From an optimization exercise on the open Yosys and OpenROAD flow, aimed at small area and few clock cycles per item; shortcuts taken in it are not production practice. The RTL was checked by simulation tests, not by an equivalence proof against the original design.

## flow/config.mk

```make
export PLATFORM = sky130hd
export DESIGN_NAME = cordic_pipe
export DESIGN_NICKNAME = cordic_pipe
export VERILOG_FILES = /design/flow/design.v
export SDC_FILE = /design/flow/constraint.sdc
export NUM_CORES = 4
export LEC_CHECK = 0
export CAP_MARGIN = 20
export CORE_MARGIN = 2
export CORE_UTILIZATION = 65
export CTS_BUF_LIST = sky130_fd_sc_hd__clkbuf_16
export CTS_CLUSTER_DIAMETER = 150
export CTS_CLUSTER_SIZE = 30
export GPL_ROUTABILITY_DRIVEN = 0
export GPL_TIMING_DRIVEN = 0
export SLEW_MARGIN = 20
```

## flow/constraint.sdc

```tcl
create_clock -name core_clock -period 5.0 [get_ports {i_clk}]
set_input_delay 1.0000 -clock core_clock [delete_from_list [all_inputs] [get_ports {i_clk}]]
set_output_delay 1.0000 -clock core_clock [all_outputs]
set_load 0.01 [all_outputs]
```

## flow/design.v

```verilog
module cordic_pipe #(
    parameter int unsigned DATA_WIDTH  = 16,
    parameter int unsigned ANGLE_WIDTH = 32,
    parameter int unsigned ITERATIONS  = 16,
    parameter int unsigned GUARD_BITS  = 2,
    parameter int unsigned TAG_WIDTH   = 8
) (
    input  logic                    i_clk,
    input  logic                    i_resetn,
    input  logic                    i_valid,
    output logic                    o_inReady,
    input  logic                    i_mode,
    input  logic [DATA_WIDTH-1:0]   i_xIn,
    input  logic [DATA_WIDTH-1:0]   i_yIn,
    input  logic [ANGLE_WIDTH-1:0]  i_angle,
    input  logic [TAG_WIDTH-1:0]    i_tag,
    output logic                    o_valid,
    input  logic                    i_outReady,
    output logic [DATA_WIDTH+1:0]   o_xOut,
    output logic [DATA_WIDTH+1:0]   o_yOut,
    output logic [ANGLE_WIDTH-1:0]  o_zOut,
    output logic [TAG_WIDTH-1:0]    o_tag,
    output logic                    o_mode
);
    localparam int W = 20;
    localparam int S = 16;
    function automatic logic [19:0] pa20_sk(input logic [19:0] a, input logic [19:0] b, input logic cin);
        logic [19:0] g, p, h;
        h = a ^ b;
        g = a & b;
        p = h;
        g[0] = g[0] | (p[0] & cin);
        g[1] = g[1] | (p[1] & g[0]); p[1] = p[1] & p[0];
        g[3] = g[3] | (p[3] & g[2]); p[3] = p[3] & p[2];
        g[5] = g[5] | (p[5] & g[4]); p[5] = p[5] & p[4];
        g[7] = g[7] | (p[7] & g[6]); p[7] = p[7] & p[6];
        g[9] = g[9] | (p[9] & g[8]); p[9] = p[9] & p[8];
        g[11] = g[11] | (p[11] & g[10]); p[11] = p[11] & p[10];
        g[13] = g[13] | (p[13] & g[12]); p[13] = p[13] & p[12];
        g[15] = g[15] | (p[15] & g[14]); p[15] = p[15] & p[14];
        g[17] = g[17] | (p[17] & g[16]); p[17] = p[17] & p[16];
        g[19] = g[19] | (p[19] & g[18]); p[19] = p[19] & p[18];
        g[2] = g[2] | (p[2] & g[1]); p[2] = p[2] & p[1];
        g[3] = g[3] | (p[3] & g[1]); p[3] = p[3] & p[1];
        g[6] = g[6] | (p[6] & g[5]); p[6] = p[6] & p[5];
        g[7] = g[7] | (p[7] & g[5]); p[7] = p[7] & p[5];
        g[10] = g[10] | (p[10] & g[9]); p[10] = p[10] & p[9];
        g[11] = g[11] | (p[11] & g[9]); p[11] = p[11] & p[9];
        g[14] = g[14] | (p[14] & g[13]); p[14] = p[14] & p[13];
        g[15] = g[15] | (p[15] & g[13]); p[15] = p[15] & p[13];
        g[18] = g[18] | (p[18] & g[17]); p[18] = p[18] & p[17];
        g[19] = g[19] | (p[19] & g[17]); p[19] = p[19] & p[17];
        g[4] = g[4] | (p[4] & g[3]); p[4] = p[4] & p[3];
        g[5] = g[5] | (p[5] & g[3]); p[5] = p[5] & p[3];
        g[6] = g[6] | (p[6] & g[3]); p[6] = p[6] & p[3];
        g[7] = g[7] | (p[7] & g[3]); p[7] = p[7] & p[3];
        g[12] = g[12] | (p[12] & g[11]); p[12] = p[12] & p[11];
        g[13] = g[13] | (p[13] & g[11]); p[13] = p[13] & p[11];
        g[14] = g[14] | (p[14] & g[11]); p[14] = p[14] & p[11];
        g[15] = g[15] | (p[15] & g[11]); p[15] = p[15] & p[11];
        g[8] = g[8] | (p[8] & g[7]); p[8] = p[8] & p[7];
        g[9] = g[9] | (p[9] & g[7]); p[9] = p[9] & p[7];
        g[10] = g[10] | (p[10] & g[7]); p[10] = p[10] & p[7];
        g[11] = g[11] | (p[11] & g[7]); p[11] = p[11] & p[7];
        g[12] = g[12] | (p[12] & g[7]); p[12] = p[12] & p[7];
        g[13] = g[13] | (p[13] & g[7]); p[13] = p[13] & p[7];
        g[14] = g[14] | (p[14] & g[7]); p[14] = p[14] & p[7];
        g[15] = g[15] | (p[15] & g[7]); p[15] = p[15] & p[7];
        g[16] = g[16] | (p[16] & g[15]); p[16] = p[16] & p[15];
        g[17] = g[17] | (p[17] & g[15]); p[17] = p[17] & p[15];
        g[18] = g[18] | (p[18] & g[15]); p[18] = p[18] & p[15];
        g[19] = g[19] | (p[19] & g[15]); p[19] = p[19] & p[15];
        pa20_sk = h ^ {g[18:0], cin};
    endfunction
    function automatic logic [31:0] pa32_sk(input logic [31:0] a, input logic [31:0] b, input logic cin);
        logic [31:0] g, p, h;
        h = a ^ b;
        g = a & b;
        p = h;
        g[0] = g[0] | (p[0] & cin);
        g[1] = g[1] | (p[1] & g[0]); p[1] = p[1] & p[0];
        g[3] = g[3] | (p[3] & g[2]); p[3] = p[3] & p[2];
        g[5] = g[5] | (p[5] & g[4]); p[5] = p[5] & p[4];
        g[7] = g[7] | (p[7] & g[6]); p[7] = p[7] & p[6];
        g[9] = g[9] | (p[9] & g[8]); p[9] = p[9] & p[8];
        g[11] = g[11] | (p[11] & g[10]); p[11] = p[11] & p[10];
        g[13] = g[13] | (p[13] & g[12]); p[13] = p[13] & p[12];
        g[15] = g[15] | (p[15] & g[14]); p[15] = p[15] & p[14];
        g[17] = g[17] | (p[17] & g[16]); p[17] = p[17] & p[16];
        g[19] = g[19] | (p[19] & g[18]); p[19] = p[19] & p[18];
        g[21] = g[21] | (p[21] & g[20]); p[21] = p[21] & p[20];
        g[23] = g[23] | (p[23] & g[22]); p[23] = p[23] & p[22];
        g[25] = g[25] | (p[25] & g[24]); p[25] = p[25] & p[24];
        g[27] = g[27] | (p[27] & g[26]); p[27] = p[27] & p[26];
        g[29] = g[29] | (p[29] & g[28]); p[29] = p[29] & p[28];
        g[31] = g[31] | (p[31] & g[30]); p[31] = p[31] & p[30];
        g[2] = g[2] | (p[2] & g[1]); p[2] = p[2] & p[1];
        g[3] = g[3] | (p[3] & g[1]); p[3] = p[3] & p[1];
        g[6] = g[6] | (p[6] & g[5]); p[6] = p[6] & p[5];
        g[7] = g[7] | (p[7] & g[5]); p[7] = p[7] & p[5];
        g[10] = g[10] | (p[10] & g[9]); p[10] = p[10] & p[9];
        g[11] = g[11] | (p[11] & g[9]); p[11] = p[11] & p[9];
        g[14] = g[14] | (p[14] & g[13]); p[14] = p[14] & p[13];
        g[15] = g[15] | (p[15] & g[13]); p[15] = p[15] & p[13];
        g[18] = g[18] | (p[18] & g[17]); p[18] = p[18] & p[17];
        g[19] = g[19] | (p[19] & g[17]); p[19] = p[19] & p[17];
        g[22] = g[22] | (p[22] & g[21]); p[22] = p[22] & p[21];
        g[23] = g[23] | (p[23] & g[21]); p[23] = p[23] & p[21];
        g[26] = g[26] | (p[26] & g[25]); p[26] = p[26] & p[25];
        g[27] = g[27] | (p[27] & g[25]); p[27] = p[27] & p[25];
        g[30] = g[30] | (p[30] & g[29]); p[30] = p[30] & p[29];
        g[31] = g[31] | (p[31] & g[29]); p[31] = p[31] & p[29];
        g[4] = g[4] | (p[4] & g[3]); p[4] = p[4] & p[3];
        g[5] = g[5] | (p[5] & g[3]); p[5] = p[5] & p[3];
        g[6] = g[6] | (p[6] & g[3]); p[6] = p[6] & p[3];
        g[7] = g[7] | (p[7] & g[3]); p[7] = p[7] & p[3];
        g[12] = g[12] | (p[12] & g[11]); p[12] = p[12] & p[11];
        g[13] = g[13] | (p[13] & g[11]); p[13] = p[13] & p[11];
        g[14] = g[14] | (p[14] & g[11]); p[14] = p[14] & p[11];
        g[15] = g[15] | (p[15] & g[11]); p[15] = p[15] & p[11];
        g[20] = g[20] | (p[20] & g[19]); p[20] = p[20] & p[19];
        g[21] = g[21] | (p[21] & g[19]); p[21] = p[21] & p[19];
        g[22] = g[22] | (p[22] & g[19]); p[22] = p[22] & p[19];
        g[23] = g[23] | (p[23] & g[19]); p[23] = p[23] & p[19];
        g[28] = g[28] | (p[28] & g[27]); p[28] = p[28] & p[27];
        g[29] = g[29] | (p[29] & g[27]); p[29] = p[29] & p[27];
        g[30] = g[30] | (p[30] & g[27]); p[30] = p[30] & p[27];
        g[31] = g[31] | (p[31] & g[27]); p[31] = p[31] & p[27];
        g[8] = g[8] | (p[8] & g[7]); p[8] = p[8] & p[7];
        g[9] = g[9] | (p[9] & g[7]); p[9] = p[9] & p[7];
        g[10] = g[10] | (p[10] & g[7]); p[10] = p[10] & p[7];
        g[11] = g[11] | (p[11] & g[7]); p[11] = p[11] & p[7];
        g[12] = g[12] | (p[12] & g[7]); p[12] = p[12] & p[7];
        g[13] = g[13] | (p[13] & g[7]); p[13] = p[13] & p[7];
        g[14] = g[14] | (p[14] & g[7]); p[14] = p[14] & p[7];
        g[15] = g[15] | (p[15] & g[7]); p[15] = p[15] & p[7];
        g[24] = g[24] | (p[24] & g[23]); p[24] = p[24] & p[23];
        g[25] = g[25] | (p[25] & g[23]); p[25] = p[25] & p[23];
        g[26] = g[26] | (p[26] & g[23]); p[26] = p[26] & p[23];
        g[27] = g[27] | (p[27] & g[23]); p[27] = p[27] & p[23];
        g[28] = g[28] | (p[28] & g[23]); p[28] = p[28] & p[23];
        g[29] = g[29] | (p[29] & g[23]); p[29] = p[29] & p[23];
        g[30] = g[30] | (p[30] & g[23]); p[30] = p[30] & p[23];
        g[31] = g[31] | (p[31] & g[23]); p[31] = p[31] & p[23];
        g[16] = g[16] | (p[16] & g[15]); p[16] = p[16] & p[15];
        g[17] = g[17] | (p[17] & g[15]); p[17] = p[17] & p[15];
        g[18] = g[18] | (p[18] & g[15]); p[18] = p[18] & p[15];
        g[19] = g[19] | (p[19] & g[15]); p[19] = p[19] & p[15];
        g[20] = g[20] | (p[20] & g[15]); p[20] = p[20] & p[15];
        g[21] = g[21] | (p[21] & g[15]); p[21] = p[21] & p[15];
        g[22] = g[22] | (p[22] & g[15]); p[22] = p[22] & p[15];
        g[23] = g[23] | (p[23] & g[15]); p[23] = p[23] & p[15];
        g[24] = g[24] | (p[24] & g[15]); p[24] = p[24] & p[15];
        g[25] = g[25] | (p[25] & g[15]); p[25] = p[25] & p[15];
        g[26] = g[26] | (p[26] & g[15]); p[26] = p[26] & p[15];
        g[27] = g[27] | (p[27] & g[15]); p[27] = p[27] & p[15];
        g[28] = g[28] | (p[28] & g[15]); p[28] = p[28] & p[15];
        g[29] = g[29] | (p[29] & g[15]); p[29] = p[29] & p[15];
        g[30] = g[30] | (p[30] & g[15]); p[30] = p[30] & p[15];
        g[31] = g[31] | (p[31] & g[15]); p[31] = p[31] & p[15];
        pa32_sk = h ^ {g[30:0], cin};
    endfunction
    logic en;
    assign en = i_outReady | ~o_valid;
    assign o_inReady = en;
    logic signed [W-1:0] x_q [1:S];
    logic signed [W-1:0] y_q [1:S];
    logic [31:0]         z_q [1:S];
    logic [7:0]          t_q [1:S];
    logic [S:1]          m_q;
    logic [S:1]          v_q;
    logic signed [W-1:0] x_d [1:S];
    logic signed [W-1:0] y_d [1:S];
    logic [31:0]         z_d [1:S];
    logic signed [W-1:0] xe, ye, x0, y0;
    logic [31:0] z0;
    assign xe = {{(W-16){i_xIn[15]}}, i_xIn} <<< 2;
    assign ye = {{(W-16){i_yIn[15]}}, i_yIn} <<< 2;
    always_comb begin
        x0 = xe; y0 = ye; z0 = i_angle;
        if (i_mode) begin
            z0 = '0;
            if (xe[W-1]) begin
                if (!ye[W-1]) begin x0 = ye; y0 = -xe; z0 = 32'h40000000; end
                else begin x0 = -ye; y0 = xe; z0 = 32'hc0000000; end
            end
        end else begin
            case (i_angle[31:30])
                2'b01: begin x0 = -ye; y0 = xe; z0 = i_angle - 32'h40000000; end
                2'b10: begin x0 = ye; y0 = -xe; z0 = i_angle + 32'h40000000; end
                default: ;
            endcase
        end
    end
    logic d0;
    logic signed [W-1:0] x1, y1, xs0, ys0;
    logic [31:0] z1;
    assign d0 = i_mode ? y0[W-1] : ~z0[31];
    assign xs0 = x0 >>> 0;
    assign ys0 = y0 >>> 0;
    assign x1 = pa20_sk(x0, (ys0 ^ {W{d0}}), d0);
    assign y1 = pa20_sk(y0, (xs0 ^ {W{~d0}}), ~d0);
    assign z1 = pa32_sk(z0, (d0 ? 32'he0000000 : 32'h20000000), 1'b0);
    assign x_d[1] = x1;
    assign y_d[1] = y1;
    assign z_d[1] = z1;
    logic d1;
    logic signed [W-1:0] x2, y2, xs1, ys1;
    logic [31:0] z2;
    assign d1 = m_q[1] ? y_q[1][W-1] : ~z_q[1][31];
    assign xs1 = x_q[1] >>> 1;
    assign ys1 = y_q[1] >>> 1;
    assign x2 = pa20_sk(x_q[1], (ys1 ^ {W{d1}}), d1);
    assign y2 = pa20_sk(y_q[1], (xs1 ^ {W{~d1}}), ~d1);
    assign z2 = pa32_sk(z_q[1], (d1 ? 32'hed1bfae2 : 32'h12e4051e), 1'b0);
    assign x_d[2] = x2;
    assign y_d[2] = y2;
    assign z_d[2] = z2;
    logic d2;
    logic signed [W-1:0] x3, y3, xs2, ys2;
    logic [31:0] z3;
    assign d2 = m_q[2] ? y_q[2][W-1] : ~z_q[2][31];
    assign xs2 = x_q[2] >>> 2;
    assign ys2 = y_q[2] >>> 2;
    assign x3 = pa20_sk(x_q[2], (ys2 ^ {W{d2}}), d2);
    assign y3 = pa20_sk(y_q[2], (xs2 ^ {W{~d2}}), ~d2);
    assign z3 = pa32_sk(z_q[2], (d2 ? 32'hf604c7a5 : 32'h09fb385b), 1'b0);
    assign x_d[3] = x3;
    assign y_d[3] = y3;
    assign z_d[3] = z3;
    logic d3;
    logic signed [W-1:0] x4, y4, xs3, ys3;
    logic [31:0] z4;
    assign d3 = m_q[3] ? y_q[3][W-1] : ~z_q[3][31];
    assign xs3 = x_q[3] >>> 3;
    assign ys3 = y_q[3] >>> 3;
    assign x4 = pa20_sk(x_q[3], (ys3 ^ {W{d3}}), d3);
    assign y4 = pa20_sk(y_q[3], (xs3 ^ {W{~d3}}), ~d3);
    assign z4 = pa32_sk(z_q[3], (d3 ? 32'hfaeeee2c : 32'h051111d4), 1'b0);
    assign x_d[4] = x4;
    assign y_d[4] = y4;
    assign z_d[4] = z4;
    logic d4;
    logic signed [W-1:0] x5, y5, xs4, ys4;
    logic [31:0] z5;
    assign d4 = m_q[4] ? y_q[4][W-1] : ~z_q[4][31];
    assign xs4 = x_q[4] >>> 4;
    assign ys4 = y_q[4] >>> 4;
    assign x5 = pa20_sk(x_q[4], (ys4 ^ {W{d4}}), d4);
    assign y5 = pa20_sk(y_q[4], (xs4 ^ {W{~d4}}), ~d4);
    assign z5 = pa32_sk(z_q[4], (d4 ? 32'hfd74f2bd : 32'h028b0d43), 1'b0);
    assign x_d[5] = x5;
    assign y_d[5] = y5;
    assign z_d[5] = z5;
    logic d5;
    logic signed [W-1:0] x6, y6, xs5, ys5;
    logic [31:0] z6;
    assign d5 = m_q[5] ? y_q[5][W-1] : ~z_q[5][31];
    assign xs5 = x_q[5] >>> 5;
    assign ys5 = y_q[5] >>> 5;
    assign x6 = pa20_sk(x_q[5], (ys5 ^ {W{d5}}), d5);
    assign y6 = pa20_sk(y_q[5], (xs5 ^ {W{~d5}}), ~d5);
    assign z6 = pa32_sk(z_q[5], (d5 ? 32'hfeba281f : 32'h0145d7e1), 1'b0);
    assign x_d[6] = x6;
    assign y_d[6] = y6;
    assign z_d[6] = z6;
    logic d6;
    logic signed [W-1:0] x7, y7, xs6, ys6;
    logic [31:0] z7;
    assign d6 = m_q[6] ? y_q[6][W-1] : ~z_q[6][31];
    assign xs6 = x_q[6] >>> 6;
    assign ys6 = y_q[6] >>> 6;
    assign x7 = pa20_sk(x_q[6], (ys6 ^ {W{d6}}), d6);
    assign y7 = pa20_sk(y_q[6], (xs6 ^ {W{~d6}}), ~d6);
    assign z7 = pa32_sk(z_q[6], (d6 ? 32'hff5d09e2 : 32'h00a2f61e), 1'b0);
    assign x_d[7] = x7;
    assign y_d[7] = y7;
    assign z_d[7] = z7;
    logic d7;
    logic signed [W-1:0] x8, y8, xs7, ys7;
    logic [31:0] z8;
    assign d7 = m_q[7] ? y_q[7][W-1] : ~z_q[7][31];
    assign xs7 = x_q[7] >>> 7;
    assign ys7 = y_q[7] >>> 7;
    assign x8 = pa20_sk(x_q[7], (ys7 ^ {W{d7}}), d7);
    assign y8 = pa20_sk(y_q[7], (xs7 ^ {W{~d7}}), ~d7);
    assign z8 = pa32_sk(z_q[7], (d7 ? 32'hffae83ab : 32'h00517c55), 1'b0);
    assign x_d[8] = x8;
    assign y_d[8] = y8;
    assign z_d[8] = z8;
    logic d8;
    logic signed [W-1:0] x9, y9, xs8, ys8;
    logic [31:0] z9;
    assign d8 = m_q[8] ? y_q[8][W-1] : ~z_q[8][31];
    assign xs8 = x_q[8] >>> 8;
    assign ys8 = y_q[8] >>> 8;
    assign x9 = pa20_sk(x_q[8], (ys8 ^ {W{d8}}), d8);
    assign y9 = pa20_sk(y_q[8], (xs8 ^ {W{~d8}}), ~d8);
    assign z9 = pa32_sk(z_q[8], (d8 ? 32'hffd741ad : 32'h0028be53), 1'b0);
    assign x_d[9] = x9;
    assign y_d[9] = y9;
    assign z_d[9] = z9;
    logic d9;
    logic signed [W-1:0] x10, y10, xs9, ys9;
    logic [31:0] z10;
    assign d9 = m_q[9] ? y_q[9][W-1] : ~z_q[9][31];
    assign xs9 = x_q[9] >>> 9;
    assign ys9 = y_q[9] >>> 9;
    assign x10 = pa20_sk(x_q[9], (ys9 ^ {W{d9}}), d9);
    assign y10 = pa20_sk(y_q[9], (xs9 ^ {W{~d9}}), ~d9);
    assign z10 = pa32_sk(z_q[9], (d9 ? 32'hffeba0d1 : 32'h00145f2f), 1'b0);
    assign x_d[10] = x10;
    assign y_d[10] = y10;
    assign z_d[10] = z10;
    logic d10;
    logic signed [W-1:0] x11, y11, xs10, ys10;
    logic [31:0] z11;
    assign d10 = m_q[10] ? y_q[10][W-1] : ~z_q[10][31];
    assign xs10 = x_q[10] >>> 10;
    assign ys10 = y_q[10] >>> 10;
    assign x11 = pa20_sk(x_q[10], (ys10 ^ {W{d10}}), d10);
    assign y11 = pa20_sk(y_q[10], (xs10 ^ {W{~d10}}), ~d10);
    assign z11 = pa32_sk(z_q[10], (d10 ? 32'hfff5d068 : 32'h000a2f98), 1'b0);
    assign x_d[11] = x11;
    assign y_d[11] = y11;
    assign z_d[11] = z11;
    logic d11;
    logic signed [W-1:0] x12, y12, xs11, ys11;
    logic [31:0] z12;
    assign d11 = m_q[11] ? y_q[11][W-1] : ~z_q[11][31];
    assign xs11 = x_q[11] >>> 11;
    assign ys11 = y_q[11] >>> 11;
    assign x12 = pa20_sk(x_q[11], (ys11 ^ {W{d11}}), d11);
    assign y12 = pa20_sk(y_q[11], (xs11 ^ {W{~d11}}), ~d11);
    assign z12 = pa32_sk(z_q[11], (d11 ? 32'hfffae834 : 32'h000517cc), 1'b0);
    assign x_d[12] = x12;
    assign y_d[12] = y12;
    assign z_d[12] = z12;
    logic d12;
    logic signed [W-1:0] x13, y13, xs12, ys12;
    logic [31:0] z13;
    assign d12 = m_q[12] ? y_q[12][W-1] : ~z_q[12][31];
    assign xs12 = x_q[12] >>> 12;
    assign ys12 = y_q[12] >>> 12;
    assign x13 = pa20_sk(x_q[12], (ys12 ^ {W{d12}}), d12);
    assign y13 = pa20_sk(y_q[12], (xs12 ^ {W{~d12}}), ~d12);
    assign z13 = pa32_sk(z_q[12], (d12 ? 32'hfffd741a : 32'h00028be6), 1'b0);
    assign x_d[13] = x13;
    assign y_d[13] = y13;
    assign z_d[13] = z13;
    logic d13;
    logic signed [W-1:0] x14, y14, xs13, ys13;
    logic [31:0] z14;
    assign d13 = m_q[13] ? y_q[13][W-1] : ~z_q[13][31];
    assign xs13 = x_q[13] >>> 13;
    assign ys13 = y_q[13] >>> 13;
    assign x14 = pa20_sk(x_q[13], (ys13 ^ {W{d13}}), d13);
    assign y14 = pa20_sk(y_q[13], (xs13 ^ {W{~d13}}), ~d13);
    assign z14 = pa32_sk(z_q[13], (d13 ? 32'hfffeba0d : 32'h000145f3), 1'b0);
    assign x_d[14] = x14;
    assign y_d[14] = y14;
    assign z_d[14] = z14;
    logic d14;
    logic signed [W-1:0] x15, y15, xs14, ys14;
    logic [31:0] z15;
    assign d14 = m_q[14] ? y_q[14][W-1] : ~z_q[14][31];
    assign xs14 = x_q[14] >>> 14;
    assign ys14 = y_q[14] >>> 14;
    assign x15 = pa20_sk(x_q[14], (ys14 ^ {W{d14}}), d14);
    assign y15 = pa20_sk(y_q[14], (xs14 ^ {W{~d14}}), ~d14);
    assign z15 = pa32_sk(z_q[14], (d14 ? 32'hffff5d06 : 32'h0000a2fa), 1'b0);
    assign x_d[15] = x15;
    assign y_d[15] = y15;
    assign z_d[15] = z15;
    logic d15;
    logic signed [W-1:0] x16, y16, xs15, ys15;
    logic [31:0] z16;
    assign d15 = m_q[15] ? y_q[15][W-1] : ~z_q[15][31];
    assign xs15 = x_q[15] >>> 15;
    assign ys15 = y_q[15] >>> 15;
    assign x16 = pa20_sk(x_q[15], (ys15 ^ {W{d15}}), d15);
    assign y16 = pa20_sk(y_q[15], (xs15 ^ {W{~d15}}), ~d15);
    assign z16 = pa32_sk(z_q[15], (d15 ? 32'hffffae83 : 32'h0000517d), 1'b0);
    assign x_d[16] = x16;
    assign y_d[16] = y16;
    assign z_d[16] = z16;
    always_ff @(posedge i_clk or negedge i_resetn) begin
        if (!i_resetn) v_q <= '0;
        else if (en) v_q <= S'({v_q, i_valid});
    end
    always_ff @(posedge i_clk) begin
        if (en) begin
            m_q <= S'({m_q, i_mode});
            t_q[1] <= i_tag;
            for (int k = 2; k <= S; k++) t_q[k] <= t_q[k-1];
            for (int k = 1; k <= S; k++) begin
                x_q[k] <= x_d[k];
                y_q[k] <= y_d[k];
                z_q[k] <= z_d[k];
            end
        end
    end
    assign o_valid = v_q[S];
    assign o_xOut  = x_q[S][W-1:2];
    assign o_yOut  = y_q[S][W-1:2];
    assign o_zOut  = z_q[S];
    assign o_tag   = t_q[S];
    assign o_mode  = m_q[S];
endmodule
```

## flow/run.sh

```bash
#!/bin/bash
# synth_recipe.tcl (not shown) runs the flow's synth.tcl, then flattens the netlist and writes it again
# the make line also repeats each setting of config.mk as NAME=value (left out here)
make -C /OpenROAD-flow-scripts/flow DESIGN_CONFIG=/design/flow/config.mk WORK_HOME=/design/flow/orfs CLKGATE_MAP_FILE= SYNTH_SCRIPT=/design/flow/synth_recipe.tcl finish
```

==> summary.txt <==
-- final cells by class --
| type | count | area (sq um) |
|---|---|---|
| multi-input combinational | 5282 | 44160 |
| clock inverter | 14 | 78.83 |
| antenna | 3 | 7.507 |
| inverter | 650 | 2500 |
| clock buffer | 49 | 1226 |
| buffer | 82 | 520.5 |
| timing repair inverter | 10 | 52.55 |
| timing repair buffer | 207 | 2330 |
| fill | 9250 | 37900 |
| tap | 1742 | 2180 |
| sequential | 1302 | 39020 |
-- metrics by stage --
step                utilization  instance area [sq um]  hold slack [ns]  worst slack (ns)
finish                   0.7084                  92080           0.4227            0.1146
global route             0.7083                  92070           0.4372          -0.09707
CTS                      0.7045                  91580           0.4265         0.0002762
detailed placement       0.6882                  89450           0.4045            -1.812
global placement         0.6849                  89020           0.4001            -3.351
floorplan                     -                  85440           0.4003           -0.3224
-- per-layer routing --
layer	part of all wire	global-route usage	vias up
met5	0.000082	0	-
met4	0.048	0.1106	2
met3	0.028	0.02378	396
met2	0.56	0.4751	871
met1	0.37	0.2357	25380
li1	-	-	26630
-- registers in the layout (all words and copies together) (netlist names) --
signal	flops
z_q	512
t_q	128
y_q	315
m_q	16
v_q	16
x_q	315
-- critical path, stage by stage --
cell,delay (ns)
clkdlybuf4s50_1,0.58
or4_1,0.65
or4_1,0.52
nor3_4,0.21
nor3b_4,0.28
nor2_1,0.08
xnor2_1,0.12
a21oi_1,0.24
mux2i_4,0.15
xnor2_1,0.16
ha_1,0.33
and2_1,0.19
a22o_1,0.22
a311o_1,0.33
a21oi_1,0.18
xnor2_1,0.08
-- cell families (layout without fill, tap and decap cells) --
kind of cell / count (synthesis) / count (layout)
buffers and inverters: 735 / 1012
adders and majority gates: 1206 / 1206
and+or+nand+nor: 1593 / 1594
other: 0 / 3
AOI/OAI and AO/OA: 1324 / 1324
DFF: 1302 / 1302
muxes: 46 / 46
xor gates and xnor gates: 1112 / 1112
-- repair_timing --
action	in CTS	in global routing
pin swaps	7	8
buffers inserted	28	17
endpoints found under the setup margin	252	97
hold buffers	0	0
gates cloned	13	4
gates resized for setup	125	119
-- cell usage in the layout, fill, tap and decap left out, types with 47 or more instances in the layout --
cell             synthesis  layout
edfxtp_1              1286    1286
ha_1                   986     983
xnor2_1                741     739
inv_1                  650     643
nor2_1                 548     547
xor2_1                 371     367
a21oi_1                333     329
o21ai_0                249     237
nand2_1                226     225
fa_1                   220     220
a21o_1                 205     205
nor3_1                 179     176
o21a_1                 140     140
clkdlybuf4s50_1          0     130
nor2b_1                127     122
nand3_1                122     122
and2_1                  96      96
nand2b_1                82      81
or2_2                   63      63
and3_1                  60      60
clkbuf_16                0      50
buf_4                    1      47
-- cell usage after synthesis (8+ instances only) --
| cell | number | area [sq um] |
|---|---|---|
| edfxtp_1 | 1286 | 38620 |
| ha_1 | 986 | 12340 |
| xnor2_1 | 741 | 6490 |
| inv_1 | 650 | 2440 |
| nor2_1 | 548 | 2057 |
| xor2_1 | 371 | 3249 |
| a21oi_1 | 333 | 1667 |
| o21ai_0 | 249 | 1246 |
| nand2_1 | 226 | 848.3 |
| fa_1 | 220 | 4404 |
| a21o_1 | 205 | 1539 |
| nor3_1 | 179 | 895.9 |
| o21a_1 | 140 | 1051 |
| nor2b_1 | 127 | 794.5 |
| nand3_1 | 122 | 610.6 |
| and2_1 | 96 | 600.6 |
| nand2b_1 | 82 | 513.0 |
| or2_2 | 63 | 394.1 |
| and3_1 | 60 | 375.4 |
| clkbuf_1 | 60 | 225.2 |
| a211oi_1 | 47 | 352.8 |
| o21bai_1 | 40 | 300.3 |
| or3_1 | 35 | 219.0 |
| a21boi_0 | 30 | 225.2 |
| mux2i_1 | 30 | 300.3 |
| a31oi_1 | 28 | 175.2 |
| o211ai_1 | 28 | 210.2 |
| a2111o_1 | 25 | 281.5 |
| a41o_1 | 24 | 240.2 |
| o311a_1 | 24 | 240.2 |
| nand4_1 | 20 | 125.1 |
| a221oi_1 | 17 | 148.9 |
| buf_1 | 16 | 60.06 |
| dfrtp_1 | 16 | 400.4 |
| mux2_2 | 15 | 168.9 |
| and4_1 | 13 | 113.9 |
| a221o_1 | 12 | 120.1 |
| o31ai_1 | 11 | 82.58 |
| o2111ai_1 | 9 | 78.83 |
| o221ai_1 | 9 | 78.83 |
| a311oi_1 | 8 | 70.07 |
-- final timing paths --
| kind | startpoint | end | slack, ns |
|---|---|---|---|
| setup / recovery | i_xIn[9] | x_q[1][18] | 0.11 |
| hold / removal | t_q[4][6] | t_q[5][6] | 0.42 |
| setup reg to reg | m_q[15] | z_q[16][31] | 0.18 |
| hold reg to reg | t_q[4][6] | t_q[5][6] | 0.42 |
| max in group asynchronous | i_resetn | v_q[3] | 3.80 |
| min in group asynchronous | i_resetn | v_q[11] | 0.74 |
==> summary.md <==
| Metric | Value |
|---|---|
| Status | finished clean |
| Syn Nets | 8601 |
| Compound-Gate Fraction of Synth Area | 0.1040 |
| First-pass GRT wire length | 259600 microns |
| DRT Pass-1 Iters | 7 |
| Wire per inst | 16.90 microns |
| Clk sinks | 1302 |
| CTS max path bufs | 3 |
| Largest net degree at the start of global routing | 158 |
| Max_slew headroom | 0.3341 |
| Syn Area/Cell | 11.67 sq um |
| Die X | 366.5 microns |
| Crit share post-route | 0.9771 |
| Residual DRC count | 0 |
| I/O Pins | 156 |
| TNS Setup | 0 ns |
| Starting Density | 0.6570 |
| Prevailing post-synth register cell | edfxtp_1 |
| CTS tree | yes |
| Cell area after synthesis | 85390 sq um |
| Vias in the first global route | 55510 |
| Non-filler cells, final | 9341 |
| WS Path Type | in -> reg |
| Hpwl dp | 121100 microns |
| Register area share after synthesis | 0.4569 |
| Register bit total from synthesis | 1302 |
| Number of flops mapped to enable cells by yosys | 1286 |
| Max Clock Skew | 0.04028 ns |
| Min-Delay Path Class | reg -> reg |
| Antenna-violating nets left | 0 |
| Final setup violating endpoints | 0 |
| Routed vias/inst | 5.704 |
| Row Count | 132 |
| Final WL | 157900 microns |
| Initial antenna violation count | 4 |
| Worst Hold Path Cells | 0 |
| Core ar. | 130000 sq um |
| Die H | 366.5 microns |
| Yosys cell types | 80 |
| Fin crit period | 4.885 ns |
| Clock-pin slew on the worst setup and hold paths | 0.11 ns |
| R2R depth | 15 |
| Root buf cell | clkbuf_16 |
| Post-Synth Simple-Gate Area | 0.09071 |
| Port bufs | 140 |
| Crit-path max FO | 6 |
| Worst EP arrival | 5.32 ns |
| Total CTS buffers | 49 |
| Max Freq | 204.7 MHz |
| Final nets | 8867 |
| Unrepaired setup endpoints after global routing | yes |
| Skew-Pair Late Insertion Delay | 0.70 ns |
| Mux cell area share after synthesis | 0.005656 |
| Worst setup SP type | primary input |
| Largest family of logic cells by synthesized area | adder cells |
| Area added between synthesis and finish | 7.829% |
| CP Capture Type | register |
| Final hold violations | 0 |
| Share of cells above drive strength 1 | 0.05279 |
| Adder-cell area share of the yosys netlist | 0.1961 |
| Die ar. | 134300 sq um |
| Mapped Cells | 7318 |
| Routed vias | 53280 |
| Yosys Warn Count | 8 |
| Req. time, crit path | 5.43 ns |
| Initial DRC count | 2307 |
| Worst-margin pin slew | 0.9884 ns |
| Gr usage total | 0.2347 |
| Asr flop ratio synth | 0.01229 |
| Post-Synth XOR/XNOR Area | 0.1141 |
| Max Slew Vio Count | 0 |
| Placed Cells | 9215 |
| Htree depth | 2 |
| Number of max-cap violations | 0 |
| Overflow after GRT | 0 |
Testbench counts, summed over its fixed seeds: cycles 8,128, items 8,000.

[static timing again, ports no longer ideal]
Ports are ideal in the flow. The routed layout listed here was re-timed in OpenROAD. Step 1 sets driving cells, clkbuf_16 on the clock port and buf_2 on the other inputs (assumed; they add their load-dependent delay and slew). Step 2 moves the port delays by t, midway between the first and last clock arrival at a register: inputs arrive t later, outputs are due t later. That takes back most of the time a late clock gives input paths. Slacks: ideal ports / drivers / drivers and shift; pairs: ideal ports / drivers.
t, ns: 0.754
setup WS [ns]: 0.115 / 0.159 / -0.596
worst setup path at the end: input to register
Met with ideal ports but missed after step 2: setup timing in this run. For this run, drivers alone change the setup slack by +0.044 ns; drivers and shift together by -0.711 ns.
